Background: an optimization exercise with open tools, aiming at small area and a short achievable clock period. Do not read the settings as production practice.
RTL that was checked went through simulation tests only; none was proved equivalent to the original.
Only the layout flow was run in runs 3 to 6; the RTL was not checked for function there.
Power figures rest on the tool's default switching activity, not on a simulated workload.

==> flow/design.v, too long to show whole: its modules and the start of the top module <==
// module csr_regfile: 140 lines
// module bmd_csr_dec: 39 lines
// module bmd_g_inv: 3 lines
// module bmd_g_and2: 3 lines
// module bmd_g_nor2b: 3 lines
// module bmd_g_nor3: 3 lines
// module bmd_g_nor4: 3 lines
// module bmd_g_nor4b: 3 lines
// module bmd_g_a21oi: 3 lines
// module dma_perf_monitor: 60 lines
// module bmd_ao22: 9 lines
// module cpl_tracker: 842 lines
// module bmd_fa: 10 lines
// module bmd_ep_mem: 92 lines
module bmd_ep_mem
(
   input  wire              clk,
   input  wire              rst_i,
   input  wire [6:0]        a_i,
   input  wire              wr_en_i,
   input  wire [31:0]       wr_d_i,
   output logic [31:0]      rd_d_o,
   output logic             init_rst_o,
   output logic [80:0]      mwr_desc_o,
   output logic [80:0]      mrd_desc_o,
   output logic [31:0]      mwr_data_o,
   output logic             mwr_zerolen_en_o,
   output logic [3:0]       trn_wait_count_o,
   output logic [31:0]      cpld_data_o,
   output logic             rd_metering_o,
   output logic [7:0]       mwr_wrr_cnt_o,
   output logic [7:0]       mrd_wrr_cnt_o,
   output logic             mrd_done_o,
   input  wire              mwr_done_i,
   input  wire [81:0]       cpl_status_i,
   input  wire [8:0]        link_cfg_i,
   input  wire              tags_all_back_i
);
  // ...
==> flow/flow/run.sh <==
#!/bin/bash
# Standard layout, with the smallest plain buffer on every port instead of the
# default delay buffer (the resizer still upsizes any that timing needs), and a
# clock tree of smaller buffers without dummy balancing loads.
set -uo pipefail
export BUFFER_PORTS_ARGS="-buffer_cell sky130_fd_sc_hd__buf_1"
export CTS_ARGS="-sink_clustering_enable -repair_clock_nets -dont_use_dummy_load -sink_clustering_size 16 -sink_clustering_max_diameter 50 -buf_list {sky130_fd_sc_hd__clkbuf_4 sky130_fd_sc_hd__clkbuf_8}"
bash standard.sh > standard.log 2>&1
==> flow/standard.sh <==
#!/bin/bash
# synth_recipe.tcl (not shown) runs the flow's synth.tcl, then flattens the netlist and writes it again
# the make line also repeats each setting of config.mk as NAME=value (left out here)
make -C /OpenROAD-flow-scripts/flow DESIGN_CONFIG=/design/flow/config.mk WORK_HOME=/design/flow/orfs CLKGATE_MAP_FILE= SYNTH_SCRIPT=/design/flow/synth_recipe.tcl "${@:-finish}"
==> flow/config.mk <==
export PLATFORM = sky130hd
export DESIGN_NAME = bmd_ep_mem
export DESIGN_NICKNAME = bmd_ep_mem
export VERILOG_FILES = /design/flow/design.v
export SDC_FILE = /design/flow/constraint.sdc
export NUM_CORES = 4
export LEC_CHECK = 0
export CAP_MARGIN = 20
export CORE_MARGIN = 2
export CORE_UTILIZATION = 55
export SETUP_SLACK_MARGIN = 3.38
export SLEW_MARGIN = 20
export SYNTH_HIERARCHICAL = 1
==> flow/constraint.sdc <==
create_clock -name core_clock -period 5.8 [get_ports {clk}]
set_input_delay 1.1600 -clock core_clock [delete_from_list [all_inputs] [get_ports {clk}]]
set_output_delay 1.1600 -clock core_clock [all_outputs]
set_load 0.01 [all_outputs]
==> impl_results.md, run 1 <==
* Buf/Inv on CP at 2
* Final worst-path cycle share at 42.20%
* Outcome: timing/DRC/antenna clean
* Placement Cell Area at 23,360 um^2
* Critical Path Sink: u_csr_regfile.mrd_desc_o[53]
* Required time worst endpoint at 6.35 ns
* GRT overflow at 0
* Switching Share at 24.77%
* Synthesized instance count at 1,877
* P&R area growth vs syn at 15.74%
* Leading cell types in the layout, fill and taps excluded: dfxtp_1 (388), buf_1 (374), a22o_1 (344)
* Vias at 18,477
* Die area at 41,300 um^2
* Met1 usage at 52.37%
* Sequential cell area share at 37.64%
* Pwr Total at 5196 uW
* Crit end category: flip-flop
* Logic pwr share at 5.6%
* Hold depth at 0
* Final TNS setup at 0 ns
* H-tree depth at 2
* Slew headroom at 38.65%
* Starting Density at 56.10%
* Largest buffer count on any clock path at 3
* Most Crowded Layer GR: met2
* Core ar. at 38,920 um^2
* Syn nets at 2,260
* I/O pin total at 417
* R2R cell count at 5
* Setup Fix Bufs, Post-CTS at 56
* DIE WIDTH at 203.2 um
* Number of multi-input logic gates at 1,213
* Max stage delay on crit path at 0.65 ns
* Non-filler instance count after layout at 2,777
* Met2 Wirelength at 38,940 um
* # rows at 72
* First-pass GRT wire length at 120,200 um
==> inputs of run 2 (changes only) <==
==> flow/flow/run.sh (replaced) <==
#!/bin/bash
# Standard layout, with the smallest plain buffer on every port instead of the
# default delay buffer (the resizer still upsizes any that timing needs), and a
# clock tree of smaller buffers without dummy balancing loads.
set -uo pipefail
export BUFFER_PORTS_ARGS="-buffer_cell sky130_fd_sc_hd__buf_1"
export CTS_ARGS="-sink_clustering_enable -repair_clock_nets -dont_use_dummy_load -sink_clustering_size 12 -sink_clustering_max_diameter 40 -buf_list {sky130_fd_sc_hd__clkbuf_4 sky130_fd_sc_hd__clkbuf_8}"
bash standard.sh > standard.log 2>&1
==> impl_results.md, run 2 <==
* Fin. Hold Viols at 0
* Leading cell types in the layout, fill and taps excluded: dfxtp_1 (351), a22o_1 (344), buf_1 (277)
* Worst Tran Pin Value at 0.9168 ns
* Outcome: timing/DRC/antenna clean
* Most flops, register: u_cpl_tracker.st1_q
* Type of the tightest min-delay check: reg -> reg
* Post-detailed-routing wire length at 84,580 um
* PwrDens at 215.2 nW/um^2
* Logic pwr share at 5.2% (-0.4 points)
* Hold depth at 0 (unchanged)
* CP max-delay cell: dfxtp_4
* Largest delay share family, worst path: flip-flops
* Hold-fix buffers, CTS at 0
* Crit end category: output pin
* WL/cell at 30.25 um
* DR vias/cell at 6.615
* Avg Cell Area, Syn at 11.63 um^2
* CP max FO at 2
* Share of layout cells above drive strength 1 at 24.54%
* Most common cell after layout, fill and taps aside: dfxtp_1
* I/O pin total at 417 (unchanged)
* Layout Nets at 2,663
* F_max at 407.2 MHz
* Synthesized instance count at 1,877 (unchanged)
* GRT overflow at 0 (unchanged)
* Sequential share of power at 58.1%
* R2R cell count at 7 (+2)
* Leakage at 0.009584 uW
* Post-route DRC at 0
* Worst-path clk slew at 0.08 ns
* Largest buffer count on any clock path at 3 (unchanged)
* FF-to-FF setup slack at 3.38 ns
* Syn nets at 2,260 (unchanged)
* Final TNS setup at 0 ns (unchanged)
* DIE WIDTH at 203.2 um (unchanged)
* Root Driver: clkbuf_8
* R2R Path Start: u_csr_regfile.mrd_desc_o[20]
* CTS Buf Count at 60
* P&R area growth vs syn at 18.00%
* Clk pwr share at 36.7%
* Crit start category: flip-flop
* # port buffers at 416
* Detailed Routing Iterations Pass 1 at 6
* Number of global-route vias before repair at 18,657
* WHS Endpoint: u_cpl_tracker.st2_q[4]
* Initial antenna violation count at 4
* Final worst-path cycle share at 42.34% (+0.15 points)
* Reg2Reg Capture Point: u_cpl_tracker.st1_q[9]
* Final Skew at 0.06536 ns
* Clk sinks at 466
* Largest regs: u_cpl_tracker.st1_q x83, u_csr_regfile.mrd_desc_o x81, u_csr_regfile.mwr_desc_o x81
* Yosys warning total at 12
* GPL Wtd Cong at 0.9563
* WP data arrival at 1.30 ns
* H-tree depth at 2 (unchanged)
* Vias at 18,495 (+0.097%)
* Starting Density at 56.10% (unchanged)
* Minimum clock period at 2.456 ns
* Slew Limit Fails at 0
* Fillers at 3,067
* Largest register FFs at 83
* NetSw at 1360 uW
* Core ar. at 38,920 um^2 (unchanged)
* Worst ir drop on vdd at 0.2007 mV
* Pint at 4185 uW
* First-pass GRT wire length at 122,000 um (+1.5%)
* Required time worst endpoint at 4.64 ns (-1.71 ns)
* Die area at 41,300 um^2 (unchanged)
* Height of the die at 203.2 um
* Switching Share at 24.52% (-0.25 points)
* GRT Resource Usage Total at 40.26%
* Hold Crit Start: u_cpl_tracker.st1_q[13]
* Largest net degree at the start of global routing at 26
* Mapped Area at 21,830 um^2
* # rows at 72 (unchanged)
* Dpl hpwl at 58,230 um
* WS Path Type: reg -> out
* Clock Latency Late Sink at 0.69 ns
* TritonCTS clock tree: yes
* Max_cap viols at 0
* RSZ-0062 raised after global routing: true
* Cells along the critical path: buf_12, buf_6
* Routed Antenna Nets at 0
* Diode count at 0
* Pwr Total at 5544 uW (+6.7%)
* Buf/Inv on CP at 2 (unchanged)
* Final Setup Violations at 0
* Initial DRC Count at 2,052
* Slew headroom at 38.88% (+0.24 points)
* Max stage delay on crit path at 0.37 ns (-0.28 ns)
==> run 2: layout make-up <==
type                            count  area, um^2  share of cell area [%]
Sequential cell                   466        9565                   37.13
Inverter                           40       150.1                  0.5828
Timing Repair Buffer              499        2618                   10.16
Multi-Input combinational cell   1213       11950                   46.40
Clock buffer                       60       825.8                   3.206
Tap cell                          518       648.1                   2.516
==> run 2: repair_timing <==
action,4_1_cts,5_1_grt
gates resized for setup,248,178
pin swaps,2,11
cloned,2,0
endpoints found under the hold margin,0,0
setup endpoints to repair,494,295
buffers inserted,64,11
==> run 2: worst max path at each step <==
stage / from / endpoint / cells past startpoint
2_1_floorplan: mwr_done_i / u_dma_perf_monitor.cnt_q[0][30] / 7
3_3_place_gp: a_i[0] / u_csr_regfile.rd_d_o[1] / 8
3_5_place_dp: a_i[0] / u_csr_regfile.rd_d_o[1] / 8
4_1_cts: u_csr_regfile.mrd_desc_o[17] / mrd_desc_o[17] / 2
5_1_grt: u_csr_regfile.mrd_desc_o[17] / mrd_desc_o[17] / 2
6_report: u_csr_regfile.mrd_desc_o[17] / mrd_desc_o[17] / 2
==> run 2: stage by stage <==
stage	hold WS, ns	utilization, %	area (um^2)	worst slack (ns)	cells
CTS	0.3359	65.01	25300	3.321	2785
finish	0.3367	66.19	25760	3.344	2796
detailed placement	0.3147	60.04	23360	1.917	2659
global route	0.3364	66.19	25760	3.312	2796
global placement	0.3150	60.04	23360	2.059	2659
floorplan	0.3096	-	22130	3.069	1877
==> run 2: power by group through the flow <==
stage / clock (uW) / sequential, uW / combinational [uW]
finish: 2030 / 3220 / 291
global route: 2180 / 3220 / 301
CTS: 2050 / 3220 / 277
detailed placement: 0 / 3310 / 262
global placement: 0 / 3310 / 259
floorplan: 0 / 3310 / 119
==> run 2: routing by layer <==
layer  up-vias  global-route usage (%)  part of all wire [%]
met5         -                       0                 0.065
met4         8                   20.20                   5.2
met3       280                   9.124                    11
met2      1302                   63.76                    46
met1      9267                   52.06                    38
li1       7638                       -                     -
==> module csr_regfile, before the edit <==
module csr_regfile
(
   input  wire              clk,
   input  wire              rst_i,
   input  bmd_pkg::csr_idx_e     a_i,
   input  wire              wr_en_i,
   input  wire [31:0]       wr_d_i,
   output logic [31:0]      rd_d_o,
   input  wire              mwr_done_i,
   input  wire              mrd_done_i,
   input  bmd_pkg::cpl_status_t     cpl_status_i,
   input  bmd_pkg::link_cfg_t     link_cfg_i,
   input  wire [31:0]       mwr_perf_i,
   input  wire [31:0]       mrd_perf_i,
   output logic             init_rst_o,
   output bmd_pkg::dma_desc_t mwr_desc_o,
   output bmd_pkg::dma_desc_t mrd_desc_o,
   output logic [31:0]      mwr_data_o,
   output logic             mwr_zerolen_en_o,
   output logic [3:0]       trn_wait_count_o,
   output logic [31:0]      cpld_data_o,
   output logic             rd_metering_o,
   output logic [7:0]       mwr_wrr_cnt_o,
   output logic [7:0]       mrd_wrr_cnt_o,
   output logic             mwr_perf_ld_o,
   output logic             mrd_perf_ld_o
);
   logic [31:0] rd_word;
   logic [17:0] we_lo, we_hi;
   logic [17:0] hold_lo, hold_hi;
   logic [17:0] sel_lo, sel_hi;
   logic [17:0][31:0] we32;
   logic [17:0][31:0] hold32;
   logic [17:0][31:0] sel32;
   bmd_csr_dec u_dec_lo (
      .a_i     (a_i),
      .wr_en_i (wr_en_i),
      .rst_i   (rst_i),
      .sel_o   (sel_lo),
      .we_o    (we_lo),
      .hold_o  (hold_lo)
   );
   bmd_csr_dec u_dec_hi (
      .a_i     (a_i),
      .wr_en_i (wr_en_i),
      .rst_i   (rst_i),
      .sel_o   (sel_hi),
      .we_o    (we_hi),
      .hold_o  (hold_hi)
   );
   always_comb begin
      for (int k = 0; k < 18; k++) begin
         we32[k]   = {{16{we_hi[k]}}, {16{we_lo[k]}}};
         hold32[k] = {{16{hold_hi[k]}}, {16{hold_lo[k]}}};
         sel32[k]  = {{16{sel_hi[k]}}, {16{sel_lo[k]}}};
      end
   end
   logic start_we;
   logic start_hold;
   logic start_we_hi;
   logic start_hold_hi;
   assign start_we      = we_lo[REG_DMA_CS] && !init_rst_o;
   assign start_hold    = hold_lo[REG_DMA_CS] && !init_rst_o;
   assign start_we_hi   = we_hi[REG_DMA_CS] && !init_rst_o;
   assign start_hold_hi = hold_hi[REG_DMA_CS] && !init_rst_o;
   always_ff @(posedge clk) begin
      init_rst_o <= (we32[REG_CTRL][0] & wr_d_i[0]) | (hold32[REG_CTRL][0] & init_rst_o) | rst_i;
      mwr_desc_o.start   <= (start_we & wr_d_i[0]) | (start_hold & mwr_desc_o.start);
      mwr_desc_o.relaxed <= (we32[REG_DMA_CS][5] & wr_d_i[5]) | (hold32[REG_DMA_CS][5] & mwr_desc_o.relaxed);
      mwr_desc_o.nosnoop <= (we32[REG_DMA_CS][6] & wr_d_i[6]) | (hold32[REG_DMA_CS][6] & mwr_desc_o.nosnoop);
      mwr_desc_o.int_dis <= (we32[REG_DMA_CS][7] & wr_d_i[7]) | (hold32[REG_DMA_CS][7] & mwr_desc_o.int_dis);
      mrd_desc_o.start   <= (start_we_hi & wr_d_i[16]) | (start_hold_hi & mrd_desc_o.start);
      mrd_desc_o.relaxed <= (we32[REG_DMA_CS][21] & wr_d_i[21]) | (hold32[REG_DMA_CS][21] & mrd_desc_o.relaxed);
      mrd_desc_o.nosnoop <= (we32[REG_DMA_CS][22] & wr_d_i[22]) | (hold32[REG_DMA_CS][22] & mrd_desc_o.nosnoop);
      mrd_desc_o.int_dis <= (we32[REG_DMA_CS][23] & wr_d_i[23]) | (hold32[REG_DMA_CS][23] & mrd_desc_o.int_dis);
      mwr_desc_o.addr <= (we32[REG_MWR_ADDR] & wr_d_i) | (hold32[REG_MWR_ADDR] & mwr_desc_o.addr);
      mwr_desc_o.len             <= (we32[REG_MWR_LEN][15:0] & wr_d_i[15:0]) | (hold32[REG_MWR_LEN][15:0] & mwr_desc_o.len);
      mwr_desc_o.tc              <= (we32[REG_MWR_LEN][18:16] & wr_d_i[18:16]) | (hold32[REG_MWR_LEN][18:16] & mwr_desc_o.tc);
      mwr_desc_o.en_64b          <= (we32[REG_MWR_LEN][19] & wr_d_i[19]) | (hold32[REG_MWR_LEN][19] & mwr_desc_o.en_64b);
      mwr_desc_o.phant_func_dis1 <= (we32[REG_MWR_LEN][20] & wr_d_i[20]) | (hold32[REG_MWR_LEN][20] & mwr_desc_o.phant_func_dis1);
      mwr_zerolen_en_o           <= (we32[REG_MWR_LEN][21] & wr_d_i[21]) | (hold32[REG_MWR_LEN][21] & mwr_zerolen_en_o);
      mwr_desc_o.up_addr         <= (we32[REG_MWR_LEN][31:24] & wr_d_i[31:24]) | (hold32[REG_MWR_LEN][31:24] & mwr_desc_o.up_addr);
      mwr_desc_o.count <= (we32[REG_MWR_COUNT][15:0] & wr_d_i[15:0]) | (hold32[REG_MWR_COUNT][15:0] & mwr_desc_o.count);
      trn_wait_count_o <= (we32[REG_MWR_COUNT][19:16] & wr_d_i[19:16]) | (hold32[REG_MWR_COUNT][19:16] & trn_wait_count_o);
      mwr_data_o  <= (we32[REG_MWR_DATA] & wr_d_i) | (hold32[REG_MWR_DATA] & mwr_data_o);
      cpld_data_o <= (we32[REG_CPL_DATA] & wr_d_i) | (hold32[REG_CPL_DATA] & cpld_data_o);
      mrd_desc_o.addr <= (we32[REG_MRD_ADDR] & wr_d_i) | (hold32[REG_MRD_ADDR] & mrd_desc_o.addr);
      mrd_desc_o.len             <= (we32[REG_MRD_LEN][15:0] & wr_d_i[15:0]) | (hold32[REG_MRD_LEN][15:0] & mrd_desc_o.len);
      mrd_desc_o.tc              <= (we32[REG_MRD_LEN][18:16] & wr_d_i[18:16]) | (hold32[REG_MRD_LEN][18:16] & mrd_desc_o.tc);
      mrd_desc_o.en_64b          <= (we32[REG_MRD_LEN][19] & wr_d_i[19]) | (hold32[REG_MRD_LEN][19] & mrd_desc_o.en_64b);
      mrd_desc_o.phant_func_dis1 <= (we32[REG_MRD_LEN][20] & wr_d_i[20]) | (hold32[REG_MRD_LEN][20] & mrd_desc_o.phant_func_dis1);
      mrd_desc_o.up_addr         <= (we32[REG_MRD_LEN][31:24] & wr_d_i[31:24]) | (hold32[REG_MRD_LEN][31:24] & mrd_desc_o.up_addr);
      mrd_desc_o.count <= (we32[REG_MRD_COUNT][15:0] & wr_d_i[15:0]) | (hold32[REG_MRD_COUNT][15:0] & mrd_desc_o.count);
      rd_metering_o <= (we32[REG_ARB_CTRL][1] & wr_d_i[1]) | (hold32[REG_ARB_CTRL][1] & rd_metering_o);
      mwr_wrr_cnt_o <= (we32[REG_ARB_CTRL][23:16] & wr_d_i[23:16]) | (hold32[REG_ARB_CTRL][23:16] & mwr_wrr_cnt_o)
                     | ({8{rst_i}} & WRR_CNT_RESET);
      mrd_wrr_cnt_o <= (we32[REG_ARB_CTRL][31:24] & wr_d_i[31:24]) | (hold32[REG_ARB_CTRL][31:24] & mrd_wrr_cnt_o)
                     | ({8{rst_i}} & WRR_CNT_RESET);
   end
   assign mwr_perf_ld_o = we_lo[REG_MWR_PERF];
   assign mrd_perf_ld_o = we_hi[REG_MRD_PERF];
   always_comb begin
      rd_word = (sel32[REG_CTRL] &
                 {FPGA_FAMILY, 4'b0, INTERFACE_TYPE, VERSION_NUMBER, 7'b0, init_rst_o})
              | (sel32[REG_DMA_CS] &
                 {cpl_status_i.data_err, 6'b0, mrd_done_i,
                  mrd_desc_o.int_dis, mrd_desc_o.nosnoop, mrd_desc_o.relaxed, 4'b0,
                  mrd_desc_o.start,
                  7'b0, mwr_done_i,
                  mwr_desc_o.int_dis, mwr_desc_o.nosnoop, mwr_desc_o.relaxed, 4'b0,
                  mwr_desc_o.start})
              | (sel32[REG_MWR_ADDR] & mwr_desc_o.addr)
              | (sel32[REG_MWR_LEN] &
                 {mwr_desc_o.up_addr, 2'b0, mwr_zerolen_en_o,
                  mwr_desc_o.phant_func_dis1, mwr_desc_o.en_64b, mwr_desc_o.tc,
                  mwr_desc_o.len})
              | (sel32[REG_MWR_COUNT] & {12'b0, trn_wait_count_o, mwr_desc_o.count})
              | (sel32[REG_MWR_DATA] & mwr_data_o)
              | (sel32[REG_CPL_DATA] & cpld_data_o)
              | (sel32[REG_MRD_ADDR] & mrd_desc_o.addr)
              | (sel32[REG_MRD_LEN] &
                 {mrd_desc_o.up_addr, 3'b0, mrd_desc_o.phant_func_dis1,
                  mrd_desc_o.en_64b, mrd_desc_o.tc, mrd_desc_o.len})
              | (sel32[REG_MRD_COUNT] & {16'b0, mrd_desc_o.count})
              | (sel32[REG_MWR_PERF] & mwr_perf_i)
              | (sel32[REG_MRD_PERF] & mrd_perf_i)
              | (sel32[REG_CPL_STATUS] &
                 {15'b0, cpl_status_i.malformed, cpl_status_i.ur_tag, cpl_status_i.ur_found})
              | (sel32[REG_CPLD_FOUND] & cpl_status_i.found)
              | (sel32[REG_CPLD_SIZE] & cpl_status_i.data_size)
              | (sel32[REG_LINK_WIDTH] & {26'b0, link_cfg_i.lnk_width, 2'b0})
              | (sel32[REG_LINK_PAYLOAD] &
                 {17'b0, link_cfg_i.max_rd_req, 5'b0, link_cfg_i.max_payload, 5'b0})
              | (sel32[REG_ARB_CTRL] &
                 {mrd_wrr_cnt_o, mwr_wrr_cnt_o, 14'b0, rd_metering_o, 1'b0});
   end
   always_ff @(posedge clk) begin
      rd_d_o <= rd_word;
   end
endmodule
==> inputs of run 3 (changes only) <==
--- a/flow/design.v
+++ b/flow/design.v
@@ -85,33 +85,35 @@
    output logic             mrd_perf_ld_o
 );
    logic [31:0] rd_word;
+   logic [3:0][17:0] we_b;
+   logic [3:0][17:0] hold_b;
+   logic [3:0][17:0] sel_b;
    logic [17:0] we_lo, we_hi;
    logic [17:0] hold_lo, hold_hi;
-   logic [17:0] sel_lo, sel_hi;
    logic [17:0][31:0] we32;
    logic [17:0][31:0] hold32;
    logic [17:0][31:0] sel32;
-   bmd_csr_dec u_dec_lo (
-      .a_i     (a_i),
-      .wr_en_i (wr_en_i),
-      .rst_i   (rst_i),
-      .sel_o   (sel_lo),
-      .we_o    (we_lo),
-      .hold_o  (hold_lo)
-   );
-   bmd_csr_dec u_dec_hi (
-      .a_i     (a_i),
-      .wr_en_i (wr_en_i),
-      .rst_i   (rst_i),
-      .sel_o   (sel_hi),
-      .we_o    (we_hi),
-      .hold_o  (hold_hi)
-   );
+   for (genvar g = 0; g < 4; g++) begin : g_dec
+      bmd_csr_dec u_dec (
+         .a_i     (a_i),
+         .wr_en_i (wr_en_i),
+         .rst_i   (rst_i),
+         .sel_o   (sel_b[g]),
+         .we_o    (we_b[g]),
+         .hold_o  (hold_b[g])
+      );
+   end
+   assign we_lo   = we_b[0];
+   assign hold_lo = hold_b[0];
+   assign we_hi   = we_b[2];
+   assign hold_hi = hold_b[2];
    always_comb begin
       for (int k = 0; k < 18; k++) begin
-         we32[k]   = {{16{we_hi[k]}}, {16{we_lo[k]}}};
-         hold32[k] = {{16{hold_hi[k]}}, {16{hold_lo[k]}}};
-         sel32[k]  = {{16{sel_hi[k]}}, {16{sel_lo[k]}}};
+         for (int g = 0; g < 4; g++) begin
+            we32[k][8*g +: 8]   = {8{we_b[g][k]}};
+            hold32[k][8*g +: 8] = {8{hold_b[g][k]}};
+            sel32[k][8*g +: 8]  = {8{sel_b[g][k]}};
+         end
       end
    end
    logic start_we;
@@ -156,8 +158,8 @@
       mrd_wrr_cnt_o <= (we32[REG_ARB_CTRL][31:24] & wr_d_i[31:24]) | (hold32[REG_ARB_CTRL][31:24] & mrd_wrr_cnt_o)
                      | ({8{rst_i}} & WRR_CNT_RESET);
    end
-   assign mwr_perf_ld_o = we_lo[REG_MWR_PERF];
-   assign mrd_perf_ld_o = we_hi[REG_MRD_PERF];
+   assign mwr_perf_ld_o = we_b[1][REG_MWR_PERF];
+   assign mrd_perf_ld_o = we_b[3][REG_MRD_PERF];
    always_comb begin
       rd_word = (sel32[REG_CTRL] &
                  {FPGA_FAMILY, 4'b0, INTERFACE_TYPE, VERSION_NUMBER, 7'b0, init_rst_o})
==> flow/flow/run.sh (replaced) <==
#!/bin/bash
# Standard layout, with the smallest plain buffer on every port instead of the
# default delay buffer (the resizer still upsizes any that timing needs), and a
# clock tree of smaller buffers without dummy balancing loads.
set -uo pipefail
export BUFFER_PORTS_ARGS="-buffer_cell sky130_fd_sc_hd__buf_1"
export CTS_ARGS="-sink_clustering_enable -repair_clock_nets -dont_use_dummy_load -sink_clustering_size 16 -sink_clustering_max_diameter 50 -buf_list {sky130_fd_sc_hd__clkbuf_4 sky130_fd_sc_hd__clkbuf_8}"
bash standard.sh > standard.log 2>&1
==> impl_results.md, run 3 <==
* WP data arrival at 2.97 ns (+1.67 ns)
* Leakage at 0.009320 uW (-2.8%)
* Final Skew at 0.05564 ns (-0.009725 ns)
* DIE WIDTH at 205.2 um (+0.95%)
* Outcome: timing/DRC/antenna clean
* Crit end category: flip-flop
* Largest buffer count on any clock path at 3 (unchanged)
* Pwr Total at 5338 uW (-3.7%)
* Clk pwr share at 33.9% (-2.8 points)
* WL/cell at 27.38 um (-9.5%)
* Initial antenna violation count at 8 (+4)
* # port buffers at 416 (unchanged)
* Hold depth at 0 (unchanged)
* Minimum clock period at 2.465 ns (+0.008590 ns)
* F_max at 405.7 MHz (-0.35%)
* # rows at 73 (+1.4%)
* Routed Antenna Nets at 0 (unchanged)
* Leading cell types in the layout, fill and taps excluded: dfxtp_1 (373), buf_1 (362), a22o_1 (348)
* Die area at 42,090 um^2 (+1.9%)
* Synthesized instance count at 1,975 (+5.2%)
* Worst hold margin at 0.3355 ns (-0.001196 ns)
* Share of layout cells above drive strength 1 at 18.19% (-6.3 points)
* Worst Tran Pin Value at 0.9355 ns (+0.01871 ns)
* Routing usage on met3 at 7.159% (-2.0 points)
* NetSw at 1332 uW (-2.1%)
* Max_cap viols at 0 (unchanged)
* DR vias/cell at 6.479 (-2.0%)
* Slew headroom at 37.63% (-1.2 points)
* Detailed Routing Iterations Pass 1 at 6 (unchanged)
* Worst ir drop on vdd at 0.1935 mV (-3.6%)
* Syn nets at 2,358 (+4.3%)
* Post-detailed-routing wire length at 79,150 um (-6.4%)
* Most common cell after layout, fill and taps aside: dfxtp_1
* Largest register FFs at 83 (unchanged)
* Final cell area excluding filler cells at 25,820 um^2 (+0.22%)
* Sequential share of power at 60.3% (+2.2 points)
* Initial DRC Count at 1,933 (-5.8%)
* Pint at 4007 uW (-4.2%)
* Most flops, register: u_cpl_tracker.st1_q
* Most Crowded Layer GR: met2
* Logic pwr share at 5.8% (+0.6 points)
* GRT Resource Usage Total at 37.24% (-3.0 points)
* R2R cell count at 5 (-2)
* Largest net degree at the start of global routing at 33 (+27%)
* Worst-path clk slew at 0.09 ns (about the same)
* Avg Cell Area, Syn at 11.27 um^2 (-3.1%)
* Routing usage on met2 at 61.97% (-1.8 points)
* I/O pin total at 417 (unchanged)
* Slew Limit Fails at 0 (unchanged)
* CP max FO at 10 (+8)
* Placement Cell Area at 24,020 um^2 (+2.8%)
* Type of the tightest min-delay check: reg -> reg
* Largest regs: u_cpl_tracker.st1_q x83, u_csr_regfile.mrd_desc_o x81, u_csr_regfile.mwr_desc_o x81
* GRT overflow at 0 (unchanged)
* Height of the die at 205.2 um (+0.95%)
* Clock Latency Late Sink at 0.67 ns (-0.02 ns)
* TritonCTS clock tree: yes
* Layout Nets at 2,749 (+3.2%)
* RSZ-0062 raised after global routing: true
* Crit start category: primary input
* Root Driver: clkbuf_8
* CTS Buf Count at 47 (-22%)
* Hold-fix buffers, CTS at 0 (unchanged)
* Required time worst endpoint at 6.31 ns (+1.67 ns)
* Final worst-path cycle share at 42.49% (+0.15 points)
* Post-route DRC at 0 (unchanged)
* Mapped Area at 22,260 um^2 (+1.9%)
* WS Path Type: in -> reg
* Clk sinks at 466 (unchanged)
* Final TNS setup at 0 ns (unchanged)
* P&R area growth vs syn at 16.00%
* Number of global-route vias before repair at 18,529 (-0.69%)
* First-pass GRT wire length at 116,000 um (-4.9%)
* Vias at 18,732 (+1.3%)
* Starting Density at 55.89% (-0.21 points)
* Core ar. at 39,820 um^2 (+2.3%)
* H-tree depth at 2 (unchanged)
* Fin. Hold Viols at 0 (unchanged)
* Dpl hpwl at 55,560 um (-4.6%)
* Final Setup Violations at 0 (unchanged)
* Yosys warning total at 12 (unchanged)
* GPL Wtd Cong at 0.9384 (-1.9%)
* Switching Share at 24.94% (+0.42 points)
* Met1 usage at 47.34% (-4.7 points)
* PwrDens at 206.8 nW/um^2 (-3.9%)
* Fillers at 3,307 (+7.8%)
==> run 3: area by class of cell <==
cell class	count	area [um^2]	area share (%)
flip-flops and latches	466	9533	36.92
inverters	46	176.4	0.6833
clock buffers	47	646.9	2.506
diodes	2	5.005	0.01939
repair buffers	500	2417	9.363
well taps	525	656.9	2.544
multi-input cells	1305	12380	47.96
==> run 3: what timing repair did <==
| item | 4_1_cts | 5_1_grt |
|---|---|---|
| cloned | 2 | 0 |
| pin swaps | 5 | 1 |
| resized for setup | 138 | 119 |
| setup buffers | 72 | 3 |
| setup endpoints to repair | 442 | 106 |
==> run 3: layer usage <==
| layer | up-vias | wire, um |
|---|---|---|
| li1 | 7929 | - |
| met1 | 9337 | 29910 |
| met2 | 1204 | 38190 |
| met3 | 250 | 7317 |
| met4 | 12 | 3653 |
| met5 | - | 78 |
==> run 3: power by group through the flow <==
stage	registers (uW)	clock network (uW)	logic, uW
final	3220	1810	311
after global routing	3220	1960	326
after CTS	3220	1820	300
after detailed placement	3310	0	289
after global placement	3310	0	284
after floorplan	3310	0	124
==> run 3: path summary, 6_finish.rpt <==
| path | from | to | slack, ns |
|---|---|---|---|
| hold / removal | u_cpl_tracker.st1_q[13] | u_cpl_tracker.st2_q[4] | 0.34 |
| setup reg to reg | u_csr_regfile.mrd_desc_o[33] | u_cpl_tracker.st1_q[52] | 3.42 |
| hold reg to reg | u_cpl_tracker.st1_q[13] | u_cpl_tracker.st2_q[4] | 0.34 |
| setup / recovery | a_i[0] | u_csr_regfile.rd_d_o[12] | 3.34 |
==> run 3: stage by stage <==
stage | cells | utilization, % | worst slack (ns)
after global placement | 2765 | 60.29 | 2.143
after floorplan | 1975 | - | 3.069
after detailed placement | 2765 | 60.31 | 2.090
final | 2891 | 64.83 | 3.335
after CTS | 2886 | 64.16 | 3.195
after global routing | 2890 | 64.82 | 3.331
==> run 3: worst max-delay path, cell delays in order <==
cell	delay (ns)
buf_2	0.20
buf_4	0.23
inv_1	0.17
nor3_2	0.09
and2_2	0.29
a22oi_1	0.38
nand4_1	0.21
nand4b_1	0.22
==> module bmd_csr_dec, before the edit <==
module bmd_csr_dec (
   input  wire [6:0]   a_i,
   input  wire         wr_en_i,
   input  wire         rst_i,
   output logic [17:0] sel_o,
   output logic [17:0] we_o,
   output logic [17:0] hold_o
);
   logic [2:0] na;
   logic [7:0] lo;
   logic [2:0] hz;
   logic [2:0] hzw;
   logic [2:0] hzr;
   logic       wv;
   for (genvar i = 0; i < 3; i++) begin : g_inv
      bmd_g_inv u_inv (.a(a_i[i]), .y(na[i]));
   end
   for (genvar j = 0; j < 8; j++) begin : g_lo
      bmd_g_nor3 u_lo (.a(j[0] ? na[0] : a_i[0]), .b(j[1] ? na[1] : a_i[1]),
                       .c(j[2] ? na[2] : a_i[2]), .y(lo[j]));
   end
   for (genvar m = 0; m < 3; m++) begin : g_hz
      if (m == 0) begin : g_m0
         bmd_g_nor4 u_hz (.a(a_i[6]), .b(a_i[5]), .c(a_i[4]), .d(a_i[3]), .y(hz[m]));
      end else if (m == 1) begin : g_m1
         bmd_g_nor4b u_hz (.a(a_i[6]), .b(a_i[5]), .c(a_i[4]), .dn(a_i[3]), .y(hz[m]));
      end else begin : g_m2
         bmd_g_nor4b u_hz (.a(a_i[6]), .b(a_i[5]), .c(a_i[3]), .dn(a_i[4]), .y(hz[m]));
      end
      bmd_g_and2 u_hzw (.a(hz[m]), .b(wv), .y(hzw[m]));
      bmd_g_and2 u_hzr (.a(hz[m]), .b(wr_en_i), .y(hzr[m]));
   end
   bmd_g_nor2b u_wv (.a(rst_i), .bn(wr_en_i), .y(wv));
   for (genvar k = 0; k < 18; k++) begin : g_out
      bmd_g_and2  u_sel  (.a(lo[k % 8]), .b(hz[k / 8]), .y(sel_o[k]));
      bmd_g_and2  u_we   (.a(lo[k % 8]), .b(hzw[k / 8]), .y(we_o[k]));
      bmd_g_a21oi u_hold (.a1(lo[k % 8]), .a2(hzr[k / 8]), .b1(rst_i), .y(hold_o[k]));
   end
endmodule
==> inputs of run 4 (changes only) <==
--- a/flow/design.v
+++ b/flow/design.v
@@ -85,35 +85,33 @@
    output logic             mrd_perf_ld_o
 );
    logic [31:0] rd_word;
-   logic [3:0][17:0] we_b;
-   logic [3:0][17:0] hold_b;
-   logic [3:0][17:0] sel_b;
    logic [17:0] we_lo, we_hi;
    logic [17:0] hold_lo, hold_hi;
+   logic [17:0] sel_lo, sel_hi;
    logic [17:0][31:0] we32;
    logic [17:0][31:0] hold32;
    logic [17:0][31:0] sel32;
-   for (genvar g = 0; g < 4; g++) begin : g_dec
-      bmd_csr_dec u_dec (
-         .a_i     (a_i),
-         .wr_en_i (wr_en_i),
-         .rst_i   (rst_i),
-         .sel_o   (sel_b[g]),
-         .we_o    (we_b[g]),
-         .hold_o  (hold_b[g])
-      );
-   end
-   assign we_lo   = we_b[0];
-   assign hold_lo = hold_b[0];
-   assign we_hi   = we_b[2];
-   assign hold_hi = hold_b[2];
+   bmd_csr_dec u_dec_lo (
+      .a_i     (a_i),
+      .wr_en_i (wr_en_i),
+      .rst_i   (rst_i),
+      .sel_o   (sel_lo),
+      .we_o    (we_lo),
+      .hold_o  (hold_lo)
+   );
+   bmd_csr_dec u_dec_hi (
+      .a_i     (a_i),
+      .wr_en_i (wr_en_i),
+      .rst_i   (rst_i),
+      .sel_o   (sel_hi),
+      .we_o    (we_hi),
+      .hold_o  (hold_hi)
+   );
    always_comb begin
       for (int k = 0; k < 18; k++) begin
-         for (int g = 0; g < 4; g++) begin
-            we32[k][8*g +: 8]   = {8{we_b[g][k]}};
-            hold32[k][8*g +: 8] = {8{hold_b[g][k]}};
-            sel32[k][8*g +: 8]  = {8{sel_b[g][k]}};
-         end
+         we32[k]   = {{16{we_hi[k]}}, {16{we_lo[k]}}};
+         hold32[k] = {{16{hold_hi[k]}}, {16{hold_lo[k]}}};
+         sel32[k]  = {{16{sel_hi[k]}}, {16{sel_lo[k]}}};
       end
    end
    logic start_we;
@@ -158,8 +156,8 @@
       mrd_wrr_cnt_o <= (we32[REG_ARB_CTRL][31:24] & wr_d_i[31:24]) | (hold32[REG_ARB_CTRL][31:24] & mrd_wrr_cnt_o)
                      | ({8{rst_i}} & WRR_CNT_RESET);
    end
-   assign mwr_perf_ld_o = we_b[1][REG_MWR_PERF];
-   assign mrd_perf_ld_o = we_b[3][REG_MRD_PERF];
+   assign mwr_perf_ld_o = we_lo[REG_MWR_PERF];
+   assign mrd_perf_ld_o = we_hi[REG_MRD_PERF];
    always_comb begin
       rd_word = (sel32[REG_CTRL] &
                  {FPGA_FAMILY, 4'b0, INTERFACE_TYPE, VERSION_NUMBER, 7'b0, init_rst_o})
@@ -209,57 +207,55 @@
    output logic [17:0] we_o,
    output logic [17:0] hold_o
 );
-   logic [2:0] na;
-   logic [7:0] lo;
-   logic [2:0] hz;
-   logic [2:0] hzw;
-   logic [2:0] hzr;
+   logic [4:0] na;
+   logic [7:0] lo_n;
+   logic [2:0] hz_n;
+   logic [2:0] hzw_n;
+   logic [2:0] hzr_n;
+   logic       z;
    logic       wv;
-   for (genvar i = 0; i < 3; i++) begin : g_inv
+   logic       rst_n;
+   for (genvar i = 0; i < 5; i++) begin : g_inv
       bmd_g_inv u_inv (.a(a_i[i]), .y(na[i]));
    end
+   bmd_g_inv   u_rst_n (.a(rst_i), .y(rst_n));
+   bmd_g_nor2  u_z     (.a(a_i[6]), .b(a_i[5]), .y(z));
+   bmd_g_nor2b u_wv    (.a(rst_i), .bn(wr_en_i), .y(wv));
    for (genvar j = 0; j < 8; j++) begin : g_lo
-      bmd_g_nor3 u_lo (.a(j[0] ? na[0] : a_i[0]), .b(j[1] ? na[1] : a_i[1]),
-                       .c(j[2] ? na[2] : a_i[2]), .y(lo[j]));
+      bmd_g_nand3 u_lo (.a(j[0] ? a_i[0] : na[0]), .b(j[1] ? a_i[1] : na[1]),
+                        .c(j[2] ? a_i[2] : na[2]), .y(lo_n[j]));
    end
    for (genvar m = 0; m < 3; m++) begin : g_hz
-      if (m == 0) begin : g_m0
-         bmd_g_nor4 u_hz (.a(a_i[6]), .b(a_i[5]), .c(a_i[4]), .d(a_i[3]), .y(hz[m]));
-      end else if (m == 1) begin : g_m1
-         bmd_g_nor4b u_hz (.a(a_i[6]), .b(a_i[5]), .c(a_i[4]), .dn(a_i[3]), .y(hz[m]));
-      end else begin : g_m2
-         bmd_g_nor4b u_hz (.a(a_i[6]), .b(a_i[5]), .c(a_i[3]), .dn(a_i[4]), .y(hz[m]));
-      end
-      bmd_g_and2 u_hzw (.a(hz[m]), .b(wv), .y(hzw[m]));
-      bmd_g_and2 u_hzr (.a(hz[m]), .b(wr_en_i), .y(hzr[m]));
+      bmd_g_nand3 u_hz  (.a(z), .b(m[1] ? a_i[4] : na[4]), .c(m[0] ? a_i[3] : na[3]),
+                         .y(hz_n[m]));
+      bmd_g_nand4 u_hzw (.a(z), .b(m[1] ? a_i[4] : na[4]), .c(m[0] ? a_i[3] : na[3]),
+                         .d(wv), .y(hzw_n[m]));
+      bmd_g_nand4 u_hzr (.a(z), .b(m[1] ? a_i[4] : na[4]), .c(m[0] ? a_i[3] : na[3]),
+                         .d(wr_en_i), .y(hzr_n[m]));
    end
-   bmd_g_nor2b u_wv (.a(rst_i), .bn(wr_en_i), .y(wv));
    for (genvar k = 0; k < 18; k++) begin : g_out
-      bmd_g_and2  u_sel  (.a(lo[k % 8]), .b(hz[k / 8]), .y(sel_o[k]));
-      bmd_g_and2  u_we   (.a(lo[k % 8]), .b(hzw[k / 8]), .y(we_o[k]));
-      bmd_g_a21oi u_hold (.a1(lo[k % 8]), .a2(hzr[k / 8]), .b1(rst_i), .y(hold_o[k]));
+      bmd_g_nor2 u_sel  (.a(lo_n[k % 8]), .b(hz_n[k / 8]), .y(sel_o[k]));
+      bmd_g_nor2 u_we   (.a(lo_n[k % 8]), .b(hzw_n[k / 8]), .y(we_o[k]));
+      bmd_g_o21a u_hold (.a1(lo_n[k % 8]), .a2(hzr_n[k / 8]), .b1(rst_n), .y(hold_o[k]));
    end
 endmodule
 module bmd_g_inv (input wire a, output logic y);
    assign y = ~a;
 endmodule
-module bmd_g_and2 (input wire a, input wire b, output logic y);
-   assign y = a & b;
+module bmd_g_nor2 (input wire a, input wire b, output logic y);
+   assign y = ~(a | b);
 endmodule
 module bmd_g_nor2b (input wire a, input wire bn, output logic y);
    assign y = ~a & bn;
 endmodule
-module bmd_g_nor3 (input wire a, input wire b, input wire c, output logic y);
-   assign y = ~(a | b | c);
-endmodule
-module bmd_g_nor4 (input wire a, input wire b, input wire c, input wire d, output logic y);
-   assign y = ~(a | b | c | d);
+module bmd_g_nand3 (input wire a, input wire b, input wire c, output logic y);
+   assign y = ~(a & b & c);
 endmodule
-module bmd_g_nor4b (input wire a, input wire b, input wire c, input wire dn, output logic y);
-   assign y = ~(a | b | c) & dn;
+module bmd_g_nand4 (input wire a, input wire b, input wire c, input wire d, output logic y);
+   assign y = ~(a & b & c & d);
 endmodule
-module bmd_g_a21oi (input wire a1, input wire a2, input wire b1, output logic y);
-   assign y = ~((a1 & a2) | b1);
+module bmd_g_o21a (input wire a1, input wire a2, input wire b1, output logic y);
+   assign y = (a1 | a2) & b1;
 endmodule
 `default_nettype wire
 `timescale 1ns/10ps
--- a/flow/config.mk
+++ b/flow/config.mk
@@ -8,6 +8,6 @@
 export CAP_MARGIN = 20
 export CORE_MARGIN = 2
 export CORE_UTILIZATION = 55
-export SETUP_SLACK_MARGIN = 3.38
+export SETUP_SLACK_MARGIN = 3.3
 export SLEW_MARGIN = 20
 export SYNTH_HIERARCHICAL = 1
==> impl_results.md, run 4 <==
* Core ar. at 38,650 um^2 (-3.0%)
* Cells along the critical path: buf_1, nor2_2, nand4_1, o21a_1, a22o_1
* Clock Latency Late Sink at 0.66 ns (about the same)
* Largest buffer count on any clock path at 3 (unchanged)
* Starting Density at 55.80% (-0.090 points)
* Largest register FFs at 83 (unchanged)
* Final worst-path cycle share at 43.47% (+0.98 points)
* Minimum clock period at 2.521 ns (+0.05680 ns)
* DP Worst Slack at 2.406 ns (+0.3161 ns)
* Pwr Total at 5280 uW (-1.1%)
* WS Path Type: in -> reg
* Post-detailed-routing wire length at 83,780 um (+5.9%)
* Hold-fix buffers, CTS at 0 (unchanged)
* CP max FO at 16 (+6)
* Final Skew at 0.07409 ns (+0.01845 ns)
* Most common cell after layout, fill and taps aside: dfxtp_1
* RSZ-0062 raised after global routing: true
* CTS Buf Count at 45 (-4.3%)
* Share of layout cells above drive strength 1 at 11.74% (-6.5 points)
* Synthesized instance count at 1,885 (-4.6%)
* CP startpoint: a_i[5]
* F_max at 396.6 MHz (-2.3%)
* R2R Path Start: u_csr_regfile.mrd_desc_o[21]
* Mapped Area at 21,560 um^2 (-3.1%)
* Initial antenna violation count at 3 (-5)
* Reg2Reg Capture Point: u_cpl_tracker.st1_q[70]
* Detailed Routing Iterations Pass 1 at 6 (unchanged)
* Initial DRC Count at 2,083 (+7.8%)
* GPL Wtd Cong at 0.9687 (+3.2%)
* Slew Limit Fails at 0 (unchanged)
* Slew headroom at 28.95% (-8.7 points)
* Crit end category: flip-flop
* Most flops, register: u_cpl_tracker.st1_q
* Final Setup Violations at 0 (unchanged)
* Avg Cell Area, Syn at 11.44 um^2 (+1.5%)
* TritonCTS clock tree: yes
* R2R cell count at 6 (+1)
* Leading cell types in the layout, fill and taps excluded: dfxtp_1 (427), buf_1 (405), a22o_1 (344)
* Required time worst endpoint at 6.30 ns (about the same)
* Worst-path clk slew at 0.09 ns (about the same)
* # port buffers at 416 (unchanged)
* Largest net degree at the start of global routing at 33 (unchanged)
* Max_cap viols at 0 (unchanged)
* # rows at 72 (-1.4%)
* Dpl hpwl at 59,150 um (+6.4%)
* Worst ir drop on vdd at 0.1742 mV (-9.9%)
* Worst setup margin at 3.279 ns (-0.05680 ns)
* FF-to-FF setup slack at 3.35 ns (-0.07 ns)
* First-pass GRT wire length at 122,000 um (+5.2%)
* Worst hold margin at 0.3161 ns (-0.01933 ns)
* Vias at 18,487 (-1.3%)
* Worst Tran Pin Value at 1.066 ns (+0.1303 ns)
* PwrDens at 213.7 nW/um^2 (+3.3%)
* Post-route DRC at 0 (unchanged)
* Routed Antenna Nets at 0 (unchanged)
* DIE WIDTH at 202.0 um (-1.5%)
* Critical Path Sink: u_csr_regfile.mwr_data_o[3]
* DR vias/cell at 6.617 (+2.1%)
* Fillers at 3,197 (-3.3%)
* Type of the tightest min-delay check: reg -> reg
* Layout Nets at 2,660 (-3.2%)
* Final TNS setup at 0 ns (unchanged)
* Root Driver: clkbuf_8
* Number of global-route vias before repair at 18,455 (-0.40%)
* WP data arrival at 3.02 ns (+0.05 ns)
* Crit start category: primary input
* Clk sinks at 466 (unchanged)
* CP max-delay cell: o21a_1
* Fin. Hold Viols at 0 (unchanged)
* I/O pin total at 417 (unchanged)
* WL/cell at 29.99 um (+9.5%)
* Largest regs: u_cpl_tracker.st1_q x83, u_csr_regfile.mrd_desc_o x81, u_csr_regfile.mwr_desc_o x81
* Die area at 40,810 um^2 (-3.0%)
* Max stage delay on crit path at 0.65 ns (+0.27 ns)
* Height of the die at 202.0 um (-1.5%)
* H-tree depth at 2 (unchanged)
* Syn nets at 2,268 (-3.8%)
* Hold Crit Start: u_cpl_tracker.st1_q[9]
* GRT Resource Usage Total at 40.42% (+3.2 points)
* Leakage at 0.008717 uW (-6.5%)
* Outcome: timing/DRC/antenna clean
* Yosys warning total at 12 (unchanged)
* P&R area growth vs syn at 14.59%
* GRT overflow at 0 (unchanged)
## run 4: layer usage
layer	routed length (um)	GRT usage [%]	share of wire, %	vias up
li1	-	-	-	7630
met1	31460	53.17	38	9216
met2	38820	65.12	46	1377
met3	9505	8.417	11	260
met4	3967	16.96	4.7	4
met5	26	0	0.031	-
## run 4: worst min path at each step
| stage | cells after the start | slack, ns | end |
|---|---|---|---|
| after global routing | 0 | 0.32 | u_cpl_tracker.st2_q[2] |
| after floorplan | 0 | 0.31 | u_cpl_tracker.st2_q[1] |
| final | 0 | 0.32 | u_cpl_tracker.st2_q[2] |
| after detailed placement | 0 | 0.31 | u_cpl_tracker.st2_q[1] |
| after global placement | 0 | 0.31 | u_cpl_tracker.st2_q[4] |
| after CTS | 0 | 0.32 | u_cpl_tracker.st2_q[2] |
## run 4: worst max-delay path, delay by kind of cell
kind / cells / cell delay, ns
buf+inv: 1 / 0.11
simple gates: 2 / 0.78
compound gates: 2 / 0.97
## run 4: final cells by class
class                      count  area [um^2]  share of cell area (%)
inverter                      46        172.7                  0.6987
timing repair buffer         503         2356                   9.534
multi-input combinational   1215        11450                   46.34
sequential                   466         9460                   38.28
clock buffer                  45        619.3                   2.506
tap                          518        648.1                   2.623
antenna                        1        2.502                 0.01013
## run 4: stage by stage
step | instance area (um^2) | cells | utilization (%)
global placement | 23270 | 2694 | 60.21
CTS | 24490 | 2784 | 63.37
floorplan | 21640 | 1885 | -
global route | 24710 | 2793 | 63.93
finish | 24710 | 2794 | 63.94
detailed placement | 23280 | 2694 | 60.24
## run 4: what timing repair did
action                     in CTS  in global routing
setup buffers                  44                  8
setup endpoints to repair     202                179
gates cloned                    1                  1
pin swaps                       0                  1
resized for setup              83                 36
## run 4: power breakdown
group / switching [uW] / leakage (uW) / internal (uW) / total [uW]
clock network: 1090 / 0.000324 / 691 / 1780
logic: 214 / 0.00459 / 65.3 / 280
registers: 16.3 / 0.00380 / 3210 / 3220
==> inputs of run 5 (changes only) <==
--- a/flow/config.mk
+++ b/flow/config.mk
@@ -8,6 +8,6 @@
 export CAP_MARGIN = 20
 export CORE_MARGIN = 2
 export CORE_UTILIZATION = 55
-export SETUP_SLACK_MARGIN = 3.3
+export SETUP_SLACK_MARGIN = 3.45
 export SLEW_MARGIN = 20
 export SYNTH_HIERARCHICAL = 1
==> impl_results.md, run 5 <==
* Diode count at 0 (-1)
* Hold-fix buffers, CTS at 0 (unchanged)
* Core ar. at 38,650 um^2 (unchanged)
* Vias at 18,704 (+1.2%)
* Worst ir drop on vdd at 0.1418 mV (-19%)
* GPL Wtd Cong at 0.9590 (-1.0%)
* Initial antenna violation count at 0 (-3)
* Crit start category: primary input
* Syn nets at 2,268 (unchanged)
* Detailed Routing Iterations Pass 1 at 6 (unchanged)
* WP data arrival at 3.04 ns (+0.02 ns)
* Avg Cell Area, Syn at 11.44 um^2 (unchanged)
* Layout Nets at 2,713 (+2.0%)
* I/O pin total at 417 (unchanged)
* First-pass GRT wire length at 120,500 um (-1.3%)
* CP max FO at 8 (-8)
* Leading cell types in the layout, fill and taps excluded: a22o_1 (344), dfxtp_1 (242), nand2_1 (222)
* Largest regs: u_cpl_tracker.st1_q x83, u_csr_regfile.mrd_desc_o x81, u_csr_regfile.mwr_desc_o x81
* Final TNS setup at 0 ns (unchanged)
* Dpl hpwl at 56,920 um (-3.8%)
* Final Setup Violations at 0 (unchanged)
* Slew headroom at 34.90% (+6.0 points)
* F_max at 409.3 MHz (+3.2%)
* Max_cap viols at 0 (unchanged)
* GRT overflow at 0 (unchanged)
* Leakage at 0.01021 uW (+17%)
* Crit end category: flip-flop
* Final Skew at 0.06176 ns (-0.01233 ns)
* Initial DRC Count at 2,126 (+2.1%)
* Fin. Hold Viols at 0 (unchanged)
* DIE WIDTH at 202.0 um (unchanged)
* H-tree depth at 2 (unchanged)
* Worst-path clk slew at 0.10 ns (about the same)
* PwrDens at 198.4 nW/um^2 (-7.1%)
* Final core utilization at 68.24% (+4.3 points)
* TritonCTS clock tree: yes
* Hold depth at 0 (unchanged)
* # rows at 72 (unchanged)
* WL/cell at 29.71 um (-0.92%)
* Required time worst endpoint at 6.39 ns (+0.09 ns)
* WS Path Type: in -> reg
* Most common cell after layout, fill and taps aside: a22o_1
* Post-route DRC at 0 (unchanged)
* CTS Buf Count at 43 (-4.4%)
* # port buffers at 416 (unchanged)
* Height of the die at 202.0 um (unchanged)
* RSZ-0062 raised after global routing: true
* Routed Antenna Nets at 0 (unchanged)
* Largest buffer count on any clock path at 3 (unchanged)
* Final worst-path cycle share at 42.13% (-1.3 points)
* P&R area growth vs syn at 22.29%
* Clock Latency Late Sink at 0.65 ns (about the same)
* Starting Density at 55.80% (unchanged)
* DR vias/cell at 6.572 (-0.67%)
* Number of global-route vias before repair at 18,177 (-1.5%)
* Clk sinks at 466 (unchanged)
* Slew Limit Fails at 0 (unchanged)
* Largest register FFs at 83 (unchanged)
* Root Driver: clkbuf_8
* Yosys warning total at 12 (unchanged)
* Post-detailed-routing wire length at 84,550 um (+0.92%)
* Minimum clock period at 2.443 ns (-0.07790 ns)
* Outcome: timing/DRC/antenna clean
* Mapped Area at 21,560 um^2 (unchanged)
* Largest net degree at the start of global routing at 33 (unchanged)
* Worst Tran Pin Value at 0.9755 ns (-0.09032 ns)
* Type of the tightest min-delay check: reg -> reg
* Most flops, register: u_cpl_tracker.st1_q
* Die area at 40,810 um^2 (unchanged)
* Share of layout cells above drive strength 1 at 32.82% (+21 points)
* Synthesized instance count at 1,885 (unchanged)
* GRT Resource Usage Total at 40.09% (-0.33 points)
* R2R cell count at 5 (-1)
==> run 5: worst max-delay path: stages <==
cell and delay [ns]:
buf_1 0.28, nor2b_4 0.24, nand4_1 0.50, nor2_1 0.58, a22oi_1 0.17, nor2_1 0.11
==> run 5: metal layers <==
metal  GRT usage (%)  part of all wire, %  up-vias
li1                -                    -     7731
met1           52.89                   37     9330
met2           63.03                   46     1358
met3           8.707                   11      285
met4           19.17                  5.5        0
met5               0                    0        -
==> run 5: area by class of cell <==
type	instances	area, um^2
Inverter	46	172.7
Sequential cell	466	9734
Timing Repair Buffer	558	3687
Clock buffer	43	591.8
Multi-Input combinational cell	1215	11540
Tap cell	518	648.1
Fill cell	2969	12280
==> run 5: report_power, final <==
group / total (uW) / internal, uW / switching (uW)
clock network: 1730 / 662 / 1070
registers: 3210 / 3200 / 14.4
logic: 288 / 73.6 / 214
==> run 5: timing repair <==
action	in CTS	in global routing
cloned	2	2
endpoints found under the setup margin	513	398
pin swaps	1	19
resized for setup	463	209
buffers inserted	70	41
==> run 5: final timing paths <==
check | from | end | slack [ns]
max | wr_en_i | u_csr_regfile.mrd_desc_o[0] | 3.36
min | u_cpl_tracker.st1_q[13] | u_cpl_tracker.st2_q[4] | 0.33
max reg2reg | u_csr_regfile.mrd_desc_o[36] | u_cpl_tracker.st1_q[36] | 3.41
min reg2reg | u_cpl_tracker.st1_q[13] | u_cpl_tracker.st2_q[4] | 0.33
==> run 5: metrics by stage <==
| stage | cell area [um^2] | hold slack [ns] | setup slack [ns] | instances | power [uW] |
|---|---|---|---|---|---|
| after global routing | 26370 | 0.3411 | 3.331 | 2846 | 5396 |
| final | 26370 | 0.3348 | 3.357 | 2846 | 5233 |
| after detailed placement | 23280 | 0.3151 | 2.523 | 2688 | 3565 |
| after CTS | 25390 | 0.3371 | 3.285 | 2803 | 5229 |
| after floorplan | 21850 | 0.3096 | 3.069 | 1885 | 3429 |
| after global placement | 23280 | 0.3141 | 2.593 | 2688 | 3561 |
==> module dma_perf_monitor, before the edit <==
module dma_perf_monitor #(
   parameter int PERF_W = 32
) (
   input  wire         clk,
   input  wire         init_rst_i,
   input  wire         mwr_start_i,
   input  wire         mwr_done_i,
   input  wire         mrd_start_i,
   input  wire         mrd_done_i,
   input  wire         mwr_ld_i,
   input  wire         mrd_ld_i,
   input  wire [31:0]  ld_d_i,
   output logic [31:0] mwr_perf_o,
   output logic [31:0] mrd_perf_o
);
   logic [1:0]        start_v;
   logic [1:0]        done_v;
   logic [1:0]        ld_v;
   logic [PERF_W-1:0] cnt_q [2];
   assign start_v = {mrd_start_i, mwr_start_i};
   assign done_v  = {mrd_done_i, mwr_done_i};
   assign ld_v    = {mrd_ld_i, mwr_ld_i};
   for (genvar ch = 0; ch < 2; ch++) begin : g_ch
      logic [PERF_W-1:0] q;
      logic [PERF_W/4-1:0] grp;       
      logic [PERF_W/4-1:0] below;     
      logic [PERF_W-1:0] t;
      logic              en;
      logic              ld;
      logic              keep;
      assign q = cnt_q[ch];
      assign en = start_v[ch] && !done_v[ch];
      assign ld = ld_v[ch] && !init_rst_i;
      assign keep = !ld_v[ch] && !init_rst_i;
      always_comb begin
         for (int g = 0; g < PERF_W/4; g++) begin
            grp[g] = &q[4*g +: 4];
         end
         below[0] = 1'b1;
         for (int g = 1; g < PERF_W/4; g++) begin
            below[g] = below[g-1] & grp[g-1];
         end
         for (int g = 0; g < PERF_W/4; g++) begin
            t[4*g]   = en & below[g];
            t[4*g+1] = en & below[g] & q[4*g];
            t[4*g+2] = en & below[g] & q[4*g] & q[4*g+1];
            t[4*g+3] = en & below[g] & q[4*g] & q[4*g+1] & q[4*g+2];
         end
      end
      logic [PERF_W-1:0] d;
      for (genvar i = 0; i < PERF_W; i++) begin : g_bit
         bmd_ao22 u_ao (.a(ld), .b(ld_d_i[i]), .c(keep), .d(q[i] ^ t[i]), .y(d[i]));
      end
      always_ff @(posedge clk) begin
         cnt_q[ch] <= d;
      end
   end
   assign mwr_perf_o = 32'(cnt_q[0]);
   assign mrd_perf_o = 32'(cnt_q[1]);
endmodule
==> inputs of run 6 (changes only) <==
--- a/flow/design.v
+++ b/flow/design.v
@@ -286,14 +286,14 @@
       logic [PERF_W-1:0] q;
       logic [PERF_W/4-1:0] grp;       
       logic [PERF_W/4-1:0] below;     
-      logic [PERF_W-1:0] t;
+      logic [PERF_W-1:0] c;           
+      logic [PERF_W-1:0] q1;
       logic              en;
       logic              ld;
+      logic              inc;
       logic              keep;
+      logic [PERF_W-1:0] d;
       assign q = cnt_q[ch];
-      assign en = start_v[ch] && !done_v[ch];
-      assign ld = ld_v[ch] && !init_rst_i;
-      assign keep = !ld_v[ch] && !init_rst_i;
       always_comb begin
          for (int g = 0; g < PERF_W/4; g++) begin
             grp[g] = &q[4*g +: 4];
@@ -303,15 +303,20 @@
             below[g] = below[g-1] & grp[g-1];
          end
          for (int g = 0; g < PERF_W/4; g++) begin
-            t[4*g]   = en & below[g];
-            t[4*g+1] = en & below[g] & q[4*g];
-            t[4*g+2] = en & below[g] & q[4*g] & q[4*g+1];
-            t[4*g+3] = en & below[g] & q[4*g] & q[4*g+1] & q[4*g+2];
+            c[4*g]   = below[g];
+            c[4*g+1] = below[g] & q[4*g];
+            c[4*g+2] = below[g] & q[4*g] & q[4*g+1];
+            c[4*g+3] = below[g] & q[4*g] & q[4*g+1] & q[4*g+2];
          end
       end
-      logic [PERF_W-1:0] d;
+      assign q1 = q ^ c;
+      assign en   = start_v[ch] && !done_v[ch];
+      assign ld   = ld_v[ch] && !init_rst_i;
+      assign inc  = !ld_v[ch] && !init_rst_i && en;
+      assign keep = !ld_v[ch] && !init_rst_i && !en;
       for (genvar i = 0; i < PERF_W; i++) begin : g_bit
-         bmd_ao22 u_ao (.a(ld), .b(ld_d_i[i]), .c(keep), .d(q[i] ^ t[i]), .y(d[i]));
+         bmd_ao222 u_ao (.a1(ld), .a2(ld_d_i[i]), .b1(inc), .b2(q1[i]), .c1(keep), .c2(q[i]),
+                         .y(d[i]));
       end
       always_ff @(posedge clk) begin
          cnt_q[ch] <= d;
@@ -322,14 +327,16 @@
 endmodule
 `default_nettype wire
 `default_nettype none
-module bmd_ao22 (
-   input  wire  a,
-   input  wire  b,
-   input  wire  c,
-   input  wire  d,
+module bmd_ao222 (
+   input  wire  a1,
+   input  wire  a2,
+   input  wire  b1,
+   input  wire  b2,
+   input  wire  c1,
+   input  wire  c2,
    output logic y
 );
-   assign y = (a & b) | (c & d);
+   assign y = (a1 & a2) | (b1 & b2) | (c1 & c2);
 endmodule
 `default_nettype wire
 `timescale 1ns/10ps
--- a/flow/config.mk
+++ b/flow/config.mk
@@ -8,6 +8,6 @@
 export CAP_MARGIN = 20
 export CORE_MARGIN = 2
 export CORE_UTILIZATION = 55
-export SETUP_SLACK_MARGIN = 3.45
+export SETUP_SLACK_MARGIN = 3.38
 export SLEW_MARGIN = 20
 export SYNTH_HIERARCHICAL = 1
==> impl_results.md, run 6 <==
* Number of global-route vias before repair at 18,626 (+2.5%)
* Post-route DRC at 0 (unchanged)
* Height of the die at 203.4 um (+0.69%)
* Worst hold margin at 0.3328 ns (-0.002056 ns)
* CP max FO at 4 (-4)
* Leading cell types in the layout, fill and taps excluded: buf_1 (350), dfxtp_1 (346), a22o_1 (280)
* Share of layout cells above drive strength 1 at 19.73% (-13 points)
* DIE WIDTH at 203.4 um (+0.69%)
* TritonCTS clock tree: yes
* WS Path Type: reg -> reg
* Hold Crit Start: u_cpl_tracker.st1_q[13]
* Clock Latency Late Sink at 0.66 ns (about the same)
* Initial antenna violation count at 6 (+6)
* Layout Nets at 2,755 (+1.5%)
* Vias at 19,289 (+3.1%)
* Fin. Hold Viols at 0 (unchanged)
* Root Driver: clkbuf_8
* Mapped Area at 21,870 um^2 (+1.4%)
* Initial DRC Count at 2,915 (+37%)
* Final Setup Violations at 0 (unchanged)
* H-tree depth at 2 (unchanged)
* Crit start category: flip-flop
* I/O pin total at 417 (unchanged)
* Die area at 41,370 um^2 (+1.4%)
* Post-detailed-routing wire length at 87,020 um (+2.9%)
* Pwr Total at 5274 uW (+0.78%)
* RSZ-0062 raised after global routing: true
* Worst Tran Pin Value at 0.9989 ns (+0.02341 ns)
* Most common cell after layout, fill and taps aside: buf_1
* Final cell area excluding filler cells at 25,880 um^2 (-1.8%)
* Fillers at 3,222 (+8.5%)
* # port buffers at 416 (unchanged)
* Hold depth at 0 (unchanged)
* Slew Limit Fails at 0 (unchanged)
* R2R cell count at 12 (+7)
* Dpl hpwl at 59,560 um (+4.6%)
* First-pass GRT wire length at 123,900 um (+2.9%)
* Leakage at 0.009661 uW (-5.4%)
* # rows at 73 (+1.4%)
* WP data arrival at 3.04 ns (about the same)
* Syn nets at 2,327 (+2.6%)
* WL/cell at 29.99 um (+0.93%)
* Detailed Routing Iterations Pass 1 at 6 (unchanged)
* Yosys warning total at 12 (unchanged)
* Outcome: timing/DRC/antenna clean
* Largest register FFs at 83 (unchanged)
* Reg2Reg Capture Point: u_dma_perf_monitor.cnt_q[0][23]
* Worst ir drop on vdd at 0.2032 mV (+43%)
* Core ar. at 39,460 um^2 (+2.1%)
* Required time worst endpoint at 6.36 ns (-0.03 ns)
* Placement Cell Area at 23,660 um^2 (+1.6%)
* Largest net degree at the start of global routing at 33 (unchanged)
* Final Skew at 0.05722 ns (-0.004546 ns)
* R2R Path Start: u_dma_perf_monitor.cnt_q[0][0]
* WHS Endpoint: u_cpl_tracker.st2_q[4]
* Final worst-path cycle share at 42.80% (+0.68 points)
* DR vias/cell at 6.647 (+1.1%)
* F_max at 402.8 MHz (-1.6%)
* CTS Buf Count at 45 (+4.7%)
* Max_cap viols at 0 (unchanged)
* Routed Antenna Nets at 0 (unchanged)
* CP startpoint: u_dma_perf_monitor.cnt_q[0][0]
* GRT overflow at 0 (unchanged)
* P&R area growth vs syn at 18.37%
* FF-to-FF setup slack at 3.32 ns (-0.09 ns)
* GPL Wtd Cong at 1.009 (+5.2%)
* Final TNS setup at 0 ns (unchanged)
* Non-filler instance count after layout at 2,902 (+2.0%)
* Minimum clock period at 2.483 ns (+0.03919 ns)
* Largest regs: u_cpl_tracker.st1_q x83, u_csr_regfile.mrd_desc_o x81, u_csr_regfile.mwr_desc_o x81
* Hold-fix buffers, CTS at 0 (unchanged)
* Avg Cell Area, Syn at 11.24 um^2 (-1.8%)
* Slew headroom at 33.41% (-1.5 points)
* Synthesized instance count at 1,946 (+3.2%)
* Starting Density at 55.42% (-0.38 points)
* Clk sinks at 466 (unchanged)
* Worst-path clk slew at 0.10 ns (about the same)
* PwrDens at 203.8 nW/um^2 (+2.7%)
* Largest buffer count on any clock path at 3 (unchanged)
* Type of the tightest min-delay check: reg -> reg
* Inst Count DP at 2,768 (+3.0%)
* Most flops, register: u_cpl_tracker.st1_q
* Crit end category: flip-flop
* GRT Resource Usage Total at 40.99% (+0.90 points)
run 6: worst max-delay path: stages, from the launching register on:
cell and delay, ns:
dfxtp_4 0.38, ha_4 0.14, nand3_4 0.08, or4_4 0.56, buf_6 0.16, buf_4 0.13
nor2_4 0.09, ha_4 0.16, ha_4 0.13, ha_4 0.12, xor2_1 0.07, a222oi_1 0.27
inv_1 0.08
run 6: stage by stage:
step           setup slack, ns  utilization (%)
2_1_floorplan            3.325                -
3_3_place_gp             2.536            59.95
3_5_place_dp             2.508            59.95
4_1_cts                  3.180            63.94
5_1_grt                  3.268            65.59
6_report                 3.317            65.60
run 6: worst max-delay path by stage:
stage                                                 end  slack, ns  cells after the start
after CTS                    u_csr_regfile.mrd_desc_o[61]       3.18                      5
after floorplan            u_dma_perf_monitor.cnt_q[0][0]       3.32                      6
after global placement       u_csr_regfile.mwr_desc_o[11]       2.54                      5
after global routing      u_dma_perf_monitor.cnt_q[0][22]       3.27                     11
after detailed placement          u_csr_regfile.rd_d_o[6]       2.51                      8
final                     u_dma_perf_monitor.cnt_q[0][23]       3.32                     12
run 6: final cells by class:
cell class	count	area, um^2	share of cell area (%)
timing repair buffer	539	2766	10.69
sequential	466	9579	37.01
antenna	5	12.51	0.04834
tap	525	656.9	2.538
multi-input combinational	1210	11830	45.70
clock buffer	45	619.3	2.393
inverter	112	420.4	1.624
run 6: power breakdown:
group	leakage, uW	total, uW	switching (uW)	internal, uW
sequential	0.00384	3220	15.3	3200
combinational	0.00549	292	222	69.3
clock	0.000324	1770	1070	691
run 6: what timing repair did:
action                                  in CTS  in global routing
gates cloned                                 2                  0
pin swaps                                    9                 17
buffers inserted                            66                 16
resized for setup                          163                162
endpoints found under the setup margin     321                277
run 6: layer usage:
layer	part of all wire, %	track usage, %
met1	36	53.57
met2	46	63.94
met3	13	10.04
met4	5.4	19.99
met5	0.015	0

[afterwards: timing with drivers on the ports]
Ports are ideal in the flow. The routed layouts listed here were re-timed in OpenROAD.
Step 1 assumes that a clkbuf_16 drives the clock port and a buf_2 every other input.
Step 2 adds t to the input delays and takes it off the output delays; t is the mean of the earliest and latest rising clock arrival at the registers after step 1. Input paths then give back, and output paths get back, about the clock's delay inside the block.
Three values: no drivers, after step 1, after step 2; two values: the first two.
run | t (ns) | setup WS [ns] | worst slew at a driven data input, ns | pins driven straight from the clock port
run 1 | 0.682 | 3.353 / 3.320 / 2.689 | 0.09 | 1
run 2 | 0.708 | 3.344 / 3.289 / 2.709 | 0.09 | 1
run 3 | 0.689 | 3.335 / 3.316 / 2.669 | 0.09 | 1
run 4 | 0.682 | 3.279 / 3.245 / 2.627 | 0.09 | 1
run 5 | 0.683 | 3.357 / 3.318 / 2.707 | 0.07 | 1
run 6 | 0.688 | 3.317 / 3.317 / 2.688 | 0.10 | 1
After both steps setup and hold are still met in every run listed. The setup slack of run 3, which loses most, moves by -0.019 ns with the drivers and by -0.666 ns with both steps.
